Source: an optimization exercise on an open RTL-to-GDS flow (aim: small area). Production flows keep margins and buffers that such runs may drop. Function was checked by simulation only, so behaviour that the tests miss may differ from the original. Power figures rest on the tool's default switching activity, not on a simulated workload.

==> design/flow/design.v <==
`default_nettype none
package pa_pipe_pkg;
    localparam int DATA_W = 32;
    localparam int ADDR_W = 5;
    typedef logic [ADDR_W-1:0] reg_idx_t;
    typedef logic [DATA_W-1:0] word_t;
    localparam reg_idx_t REG_ZERO = '0;
endpackage
`default_nettype wire
`default_nettype none
module pa_rf_aoi3 (
    input  logic [2:0] s,
    input  logic [2:0] d,
    output logic       y
);
    assign y = ~|(s & d);
endmodule
module pa_rf_ao22 (
    input  logic [1:0] s,
    input  logic [1:0] d,
    output logic       y
);
    assign y = |(s & d);
endmodule
module pa_rf_dec #(
    parameter bit HAS_EN = 1'b0
) (
    input  logic        en,
    input  logic [4:0]  a,
    output logic [31:1] y
);
    logic [3:0] w_lo;
    logic [7:0] w_hi;
    for (genvar k = 0; k < 4; k++) begin : g_lo
        assign w_lo[k] = (HAS_EN ? en : 1'b1) & (a[1:0] == 2'(k));
    end
    for (genvar k = 0; k < 8; k++) begin : g_hi
        assign w_hi[k] = (a[4:2] == 3'(k));
    end
    for (genvar i = 1; i < 32; i++) begin : g_y
        assign y[i] = w_lo[i % 4] & w_hi[i / 4];
    end
endmodule
module pa_rf_cnt_step #(
    parameter int W = 6
) (
    input  logic [W-1:0] cnt,
    input  logic         clr,
    output logic [W-1:0] up,
    output logic [W-1:0] dn
);
    assign up = clr ? cnt : cnt + W'(1);
    assign dn = clr ? cnt - W'(1) : cnt;
endmodule
module pa_regfile_array #(
    parameter int NTERMS = 32
) (
    input  logic [NTERMS-1:0] sel,
    input  logic [NTERMS-1:0] data,
    output logic              y
);
    localparam int N3 = NTERMS / 3;
    localparam int NL = NTERMS % 3;
    logic [N3-1:0] w_g_n;
    for (genvar g = 0; g < N3; g++) begin : g_grp
        pa_rf_aoi3 u_aoi (
            .s (sel[3*g +: 3]),
            .d (data[3*g +: 3]),
            .y (w_g_n[g])
        );
    end
    if (NL == 0) begin : g_even
        assign y = ~&w_g_n;
    end else begin : g_left
        assign y = ~&w_g_n | |(sel[NTERMS-1 -: NL] & data[NTERMS-1 -: NL]);
    end
endmodule
`default_nettype wire
`default_nettype none
module pa_rf_scoreboard #(
    parameter int DATA_W = 32,
    parameter int ADDR_W = 5,
    parameter int NREGS  = 32
) (
    input  logic              clk,
    input  logic              rst_n,
    input  logic              issue_valid,
    output logic              issue_ready,
    input  logic [ADDR_W-1:0] issue_rs,
    input  logic [ADDR_W-1:0] issue_rt,
    input  logic [ADDR_W-1:0] issue_rd,
    input  logic              issue_wen,
    output logic              op_valid,
    output logic [DATA_W-1:0] rs_data,
    output logic [DATA_W-1:0] rt_data,
    output logic [ADDR_W-1:0] op_rd,
    input  logic              wb_valid,
    input  logic [ADDR_W-1:0] wb_rd,
    input  logic [DATA_W-1:0] wb_data,
    output logic [ADDR_W:0]   pending_cnt,
    output logic              wb_err
);
    localparam int NTERMS = NREGS;        
    logic [DATA_W-1:0] r_regs [NREGS];
    logic [NREGS-1:1]  r_valid;
    logic [NREGS-1:1]  r_busy;
    logic [NREGS-1:1]  w_wsel_lo;         
    logic [NREGS-1:1]  w_wsel_hi;         
    logic [NREGS-1:1]  w_wsel_l;          
    logic [NREGS-1:1]  w_dec_a, w_dec_b, w_dec_d;
    logic [NREGS-1:1]  w_rd_ok;           
    logic [NTERMS-1:0] w_sel_a, w_sel_b;
    logic              w_wb_act;
    logic              w_byp_a, w_byp_b, w_byp_d;
    logic              w_lk_a, w_lk_b, w_lk_d, w_busy_w;
    logic              w_accept;
    logic              w_hold;
    logic              w_set_en;
    logic [DATA_W-1:0] w_rd_a, w_rd_b;
    logic [DATA_W-1:0] w_rs_nxt, w_rt_nxt;
    logic [ADDR_W:0]   w_cnt_up, w_cnt_dn, w_cnt_nxt;
    logic              r_op_valid;
    logic [DATA_W-1:0] r_rs_data;
    logic [DATA_W-1:0] r_rt_data;
    logic [ADDR_W-1:0] r_op_rd;
    logic [ADDR_W:0]   r_pending_cnt;
    logic              r_wb_err;
    pa_rf_dec #(.HAS_EN(1'b1)) u_dec_wl (.en(wb_valid), .a(wb_rd),   .y(w_wsel_lo));
    pa_rf_dec #(.HAS_EN(1'b1)) u_dec_wh (.en(wb_valid), .a(wb_rd),   .y(w_wsel_hi));
    pa_rf_dec #(.HAS_EN(1'b1)) u_dec_l (.en(wb_valid), .a(wb_rd),    .y(w_wsel_l));
    pa_rf_dec #(.HAS_EN(1'b0)) u_dec_a (.en(1'b1),     .a(issue_rs), .y(w_dec_a));
    pa_rf_dec #(.HAS_EN(1'b0)) u_dec_b (.en(1'b1),     .a(issue_rt), .y(w_dec_b));
    pa_rf_dec #(.HAS_EN(1'b0)) u_dec_d (.en(1'b1),     .a(issue_rd), .y(w_dec_d));
    assign w_wb_act = wb_valid & (wb_rd != '0);
    pa_regfile_array #(.NTERMS(NREGS-1)) u_bz_a (.sel(w_dec_a), .data(r_busy), .y(w_lk_a));
    pa_regfile_array #(.NTERMS(NREGS-1)) u_bz_b (.sel(w_dec_b), .data(r_busy), .y(w_lk_b));
    pa_regfile_array #(.NTERMS(NREGS-1)) u_bz_d (.sel(w_dec_d), .data(r_busy), .y(w_lk_d));
    assign w_byp_a  = w_wb_act & (wb_rd == issue_rs);
    assign w_byp_b  = w_wb_act & (wb_rd == issue_rt);
    assign w_byp_d  = w_wb_act & (wb_rd == issue_rd);
    assign w_busy_w = |(w_wsel_l & r_busy);
    assign issue_ready = ~(w_lk_a & ~w_byp_a) & ~(w_lk_b & ~w_byp_b)
                       & ~(issue_wen & w_lk_d & ~w_byp_d);
    assign w_accept    = issue_valid & issue_ready;
    assign w_hold      = ~w_accept;
    assign w_set_en    = w_accept & issue_wen & (issue_rd != '0);
    always_ff @(posedge clk or negedge rst_n) begin
        if (!rst_n) begin
            r_valid <= '0;
        end else begin
            r_valid <= r_valid | w_wsel_l;
        end
    end
    for (genvar i = 1; i < NREGS; i++) begin : g_word
        always_ff @(posedge clk) begin
            if (w_wsel_lo[i]) begin
                r_regs[i][DATA_W/2-1:0] <= wb_data[DATA_W/2-1:0];
            end
        end
        always_ff @(posedge clk) begin
            if (w_wsel_hi[i]) begin
                r_regs[i][DATA_W-1:DATA_W/2] <= wb_data[DATA_W-1:DATA_W/2];
            end
        end
    end
    assign w_rd_ok = r_valid & ~w_wsel_l;
    assign w_sel_a = {w_dec_a & w_rd_ok, w_byp_a};
    assign w_sel_b = {w_dec_b & w_rd_ok, w_byp_b};
    for (genvar j = 0; j < DATA_W; j++) begin : g_bit
        logic [NTERMS-1:0] w_col;
        assign w_col[0] = wb_data[j];
        for (genvar i = 1; i < NREGS; i++) begin : g_reg
            assign w_col[i] = r_regs[i][j];
        end
        pa_regfile_array #(.NTERMS(NTERMS)) u_rd_a (.sel(w_sel_a), .data(w_col), .y(w_rd_a[j]));
        pa_regfile_array #(.NTERMS(NTERMS)) u_rd_b (.sel(w_sel_b), .data(w_col), .y(w_rd_b[j]));
        pa_rf_ao22 u_hold_a (.s({w_accept, w_hold}), .d({w_rd_a[j], r_rs_data[j]}), .y(w_rs_nxt[j]));
        pa_rf_ao22 u_hold_b (.s({w_accept, w_hold}), .d({w_rd_b[j], r_rt_data[j]}), .y(w_rt_nxt[j]));
    end
    pa_rf_cnt_step #(.W(ADDR_W+1)) u_cnt (
        .cnt (r_pending_cnt),
        .clr (w_busy_w),
        .up  (w_cnt_up),
        .dn  (w_cnt_dn)
    );
    for (genvar k = 0; k <= ADDR_W; k++) begin : g_cnt
        pa_rf_ao22 u_cnt_sel (.s({w_set_en, ~w_set_en}), .d({w_cnt_up[k], w_cnt_dn[k]}), .y(w_cnt_nxt[k]));
    end
    always_ff @(posedge clk or negedge rst_n) begin
        if (!rst_n) begin
            r_busy        <= '0;
            r_pending_cnt <= '0;
            r_wb_err      <= 1'b0;
        end else begin
            r_busy        <= (r_busy & ~w_wsel_l) | ({(NREGS-1){w_set_en}} & w_dec_d);
            r_pending_cnt <= w_cnt_nxt;
            if (w_wb_act && !w_busy_w) begin
                r_wb_err <= 1'b1;
            end
        end
    end
    always_ff @(posedge clk or negedge rst_n) begin
        if (!rst_n) begin
            r_op_valid <= 1'b0;
            r_rs_data  <= '0;
            r_rt_data  <= '0;
            r_op_rd    <= '0;
        end else begin
            r_op_valid <= w_accept;
            r_rs_data  <= w_rs_nxt;
            r_rt_data  <= w_rt_nxt;
            if (w_accept) begin
                r_op_rd <= issue_rd;
            end
        end
    end
    assign op_valid    = r_op_valid;
    assign rs_data     = r_rs_data;
    assign rt_data     = r_rt_data;
    assign op_rd       = r_op_rd;
    assign pending_cnt = r_pending_cnt;
    assign wb_err      = r_wb_err;
endmodule
`default_nettype wire
==> design/flow/run.sh <==
#!/bin/bash
# synth_recipe.tcl (not shown) runs the flow's synth.tcl, then flattens the netlist and writes it again
# the make line also repeats each setting of config.mk as NAME=value (left out here)
make -C /OpenROAD-flow-scripts/flow DESIGN_CONFIG=/design/flow/config.mk WORK_HOME=/design/flow/orfs CLKGATE_MAP_FILE= SYNTH_SCRIPT=/design/flow/synth_recipe.tcl finish
==> design/flow/config.mk <==
export PLATFORM = sky130hd
export DESIGN_NAME = pa_rf_scoreboard
export DESIGN_NICKNAME = pa_rf_scoreboard
export VERILOG_FILES = /design/flow/design.v
export SDC_FILE = /design/flow/constraint.sdc
export NUM_CORES = 4
export LEC_CHECK = 0
export CAP_MARGIN = 20
export CORE_MARGIN = 2
export CORE_UTILIZATION = 60
export CTS_BUF_LIST = sky130_fd_sc_hd__clkbuf_16
export CTS_CLUSTER_DIAMETER = 80
export CTS_CLUSTER_SIZE = 30
export SLEW_MARGIN = 20
export SYNTH_HIERARCHICAL = 1
export SYNTH_MINIMUM_KEEP_SIZE = 0
==> design/flow/constraint.sdc <==
create_clock -name core_clock -period 6.0 [get_ports {clk}]
set_input_delay 1.2000 -clock core_clock [delete_from_list [all_inputs] [get_ports {clk}]]
set_output_delay 1.2000 -clock core_clock [all_outputs]
set_load 0.01 [all_outputs]
==> notes.md <==
- The flow ran to the end and the layout has no timing, DRC or antenna violations.
- Across all register-to-register paths, the minimum setup slack is 2.90 ns.
- The kind of launch point of the worst setup path is an input port.
- The detail route stage leaves a number of antenna-violating nets equal to 0.
- The sequential cell fraction of total power is 0.612.
- The post-CTS setup buffer count is 0.
- In the layout the commonest cells are edfxtp_1, a222oi_1, buf_4, nor2_1.
- Buffers placed on the I/O ports in this run total 134.
- The DRC marker count from the first detailed-route iteration is 8,631.
- The cell area after synthesis is 0.0464 mm^2.
- 135 I/O pins were placed.
- Setup repair after global routing left no endpoint under its margin.
- The met3 usage in global routing is 0.0868.
- TritonCTS built the clock tree.
- The final count of hold timing violations is 0.
- The detailed-route vias per instance is 8.38.
- The mean cell area of the mapped netlist is between 15 and 20 um^2.
- For this configuration, the core starts out at a cell density of 0.608.
- The clock transition at the registers of the reported paths is approximately 0.11 ns.
- The number of antenna violations at the first check in global routing was 2.
- The share of the clock period used by the worst path is 0.951.
- The Yosys warning count is 8.
- The number of sinks on the clock net is 1,131.
- The path category of the worst min-delay check is flip-flop to flip-flop.
- The total setup violations reported at the end of the flow is 0.
- For this run, the number of standard cells in the final layout without fillers is between 4,000 and 5,000.
- The met1 demand-to-capacity share in global routing is 0.545.
- After technology mapping, the gate count stands at 2,764.
- The achievable clock frequency is 175 MHz.
- The per-cell routed wire length is 40.8 um.
- In the final layout, the share of cells above drive strength 1 is 0.134.
- The maximum vdd drop is 0.365 mV.
- The worst-margin pin slew is 1.21 ns.
- The cell with the most instances on the worst path is clkdlybuf4s50_1.
- The library cell used most frequently in the layout, excluding fill and tap cells, is edfxtp_1.
- Dividing total power by cell area gives a power density of 297 mW/mm^2.
- The routing usage on met2 is 0.640.
- The clock network power share is 0.258.
- The busiest metal layer after global routing is met2.
- Across every metal layer, demand over resource in global routing totals 0.421.
- The tree is rooted in a clkbuf_16.
- The number of clock buffers added by TritonCTS is 47.
- Data on the critical path is required at its endpoint by ~4.8 ns.
- The final setup TNS is 0 ns.
- The leakage component of the power is 17.1 nW.
- The total placed cells including tap cells is 4,069.
- The number of max-slew violations in the final report is 0.
- The clock network latency to the later pin of the worst-skew pair is slightly below 0.7 ns.
- The antenna diode count is 0.
- The HPWL after detailed placement is 107,000 um.
- The total overflow reported by the global router is 0.
- The critical path in this run is classified as input port to output pin.
- The die covers 0.0795 mm^2.
- Post-CTS repair changed the size of 0 cells.
- The number of design rule violations left after detail routing is 0.
- The critical-path cell with the highest stage delay is clkdlybuf4s50_1.
- The max-slew headroom at the worst pin is 0.193.
- In this run the number of H-tree levels came out at 2.
- After clock tree synthesis, the flow added hold-fix buffers numbering 0.
- The switching power share of the total is 0.259.
- The worst path in the final design needs a cycle of approximately 5.7 ns, including I/O delays and setup.
- Entering global routing, the biggest net connects 85 pins.
- The first global-routing pass estimated 235,000 um of wire.
- The synthesized netlist net count is 2,823.
- The number of search-and-repair iterations in the first detailed-routing pass is 15.
- The max-cap check violation count is 0.
- The final routed wirelength across all metal layers is between 150,000 and 200,000 um.
- The analysis attributes to net switching a power of 4.00 mW.
- The combinational share of power is 0.130.
- The kind of capture point of the worst setup path is an output pin.
- Along the worst path, the maximum fanout reaches 8.
- The total core area is 0.0762 mm^2.
- The net count reported at finish is 3,150.
- In this run the core area contains 101 standard-cell rows.
- The number of global-route vias before repair is 33,100.
- The internal cell power is 11.4 mW.
- Measured along the x axis, the die boundary spans 282 um.
- The routability congestion estimate from global placement is 1.05.
- The layout-stage area growth over the synthesis result is 11.7%.
- Measured along the y axis, the die boundary spans ~280 um.
- The largest single stage delay on the critical path is 0.63 ns.
- Traced cell by cell, the critical path runs through clkdlybuf4s50_1 -> nand2b_1 -> nor2_1 -> a222oi_1 -> nand4_1 -> a2111o_1 -> o311ai_4 -> nand3_2 -> inv_1 -> clkdlybuf4s50_1.
- The setup clock skew after layout is 0.0410 ns.
- The count of vias placed by the detailed router is roughly 35,000.
- The arrival time at the worst endpoint is 4.50 ns.
- No sink is reached through more buffers than the 3 on the longest clock path.
[final cells by class]
type	count	area [um^2]
Sequential cell	1131	33300
Fill cell	5217	24400
Multi-Input combinational cell	1570	13000
Timing Repair Buffer	305	2660
Tap cell	1030	1290
Clock buffer	47	1180
Clock inverter	40	269
Inverter	36	135
[path summary, 6_finish.rpt]
| kind | start | end | depth (start not counted) |
|---|---|---|---|
| worst min-delay path | r_valid[22] | r_valid[22] | 1 |
| max in group asynchronous | rst_n | r_rt_data[10] | 2 |
| worst max register to register | r_busy[19] | r_pending_cnt[3] | 8 |
| worst max-delay path | issue_rd[1] | issue_ready | 10 |
| min in group asynchronous | rst_n | r_pending_cnt[2] | 1 |
| worst min register to register | r_valid[22] | r_valid[22] | 1 |
[per-stage QoR]
| stage | setup slack, ns | instance area [um^2] | util | hold WS, ns | power (mW) |
|---|---|---|---|---|---|
| after detailed placement | 0.346 | 50300 | 0.660 | 0.464 | 11.5 |
| after CTS | 0.338 | 51700 | 0.679 | 0.493 | 15.3 |
| after floorplan | 1.38 | 46400 | - | 0.444 | 10.3 |
| after global placement | 0.280 | 50200 | 0.659 | 0.460 | 11.5 |
| final | 0.296 | 51800 | 0.680 | 0.496 | 15.4 |
| after global routing | 0.222 | 51800 | 0.680 | 0.519 | 15.8 |
[state kept, by name (all words and copies together), names as in the netlist]
| register | cells |
|---|---|
| r_regs | 992 |
| r_rt_data | 32 |
| r_valid | 31 |
| r_op_valid | 1 |
| r_pending_cnt | 6 |
| r_rs_data | 32 |
| r_op_rd | 5 |
| r_wb_err | 1 |
| r_busy | 31 |
[power by group through the flow]
stage / registers, mW / clock network, mW / logic [mW]
after floorplan: 9.44 / 0 / 0.830
after global placement: 9.57 / 0 / 1.92
after detailed placement: 9.57 / 0 / 1.97
after CTS: 9.40 / 3.97 / 1.97
after global routing: 9.45 / 4.22 / 2.09
final: 9.43 / 3.97 / 2.01
[worst max-delay path, delay by kind of cell]
kind | cells | cell delay [ns]
compound gates | 3 | 1.17
buf+inv | 3 | 1.25
simple gates | 4 | 0.89
[metal layers]
| layer | share of wire | vias up |
|---|---|---|
| met1 | 0.32 | 17000 |
| met5 | 0.000059 | - |
| met4 | 0.087 | 2 |
| met2 | 0.44 | 3500 |
| li1 | - | 13600 |
| met3 | 0.15 | 713 |

==> afterwards: timing with drivers on the ports <==
No port has a modelled driver above. Below, the same layout with a new extraction and two added sets of constraints. Step 1 assumes that a clkbuf_16 drives the clock port and a buf_2 every other input. Step 2 moves the port delays by t, midway between the first and last clock arrival at a register: inputs arrive t later, outputs are due t later. That takes back most of the time a late clock gives input paths. Three values: no drivers, after step 1, after step 2; two values: the first two.
t (ns): 0.730
setup slack, ns: 0.296 / 0.271 / 0.167
hold WS [ns]: 0.496 / 0.496 / 0.496
worst slew at a driven data input, ns: 0.06
After both steps setup and hold are still met in this run. The setup slack of this run moves by -0.025 ns with the drivers and by -0.129 ns with both steps.
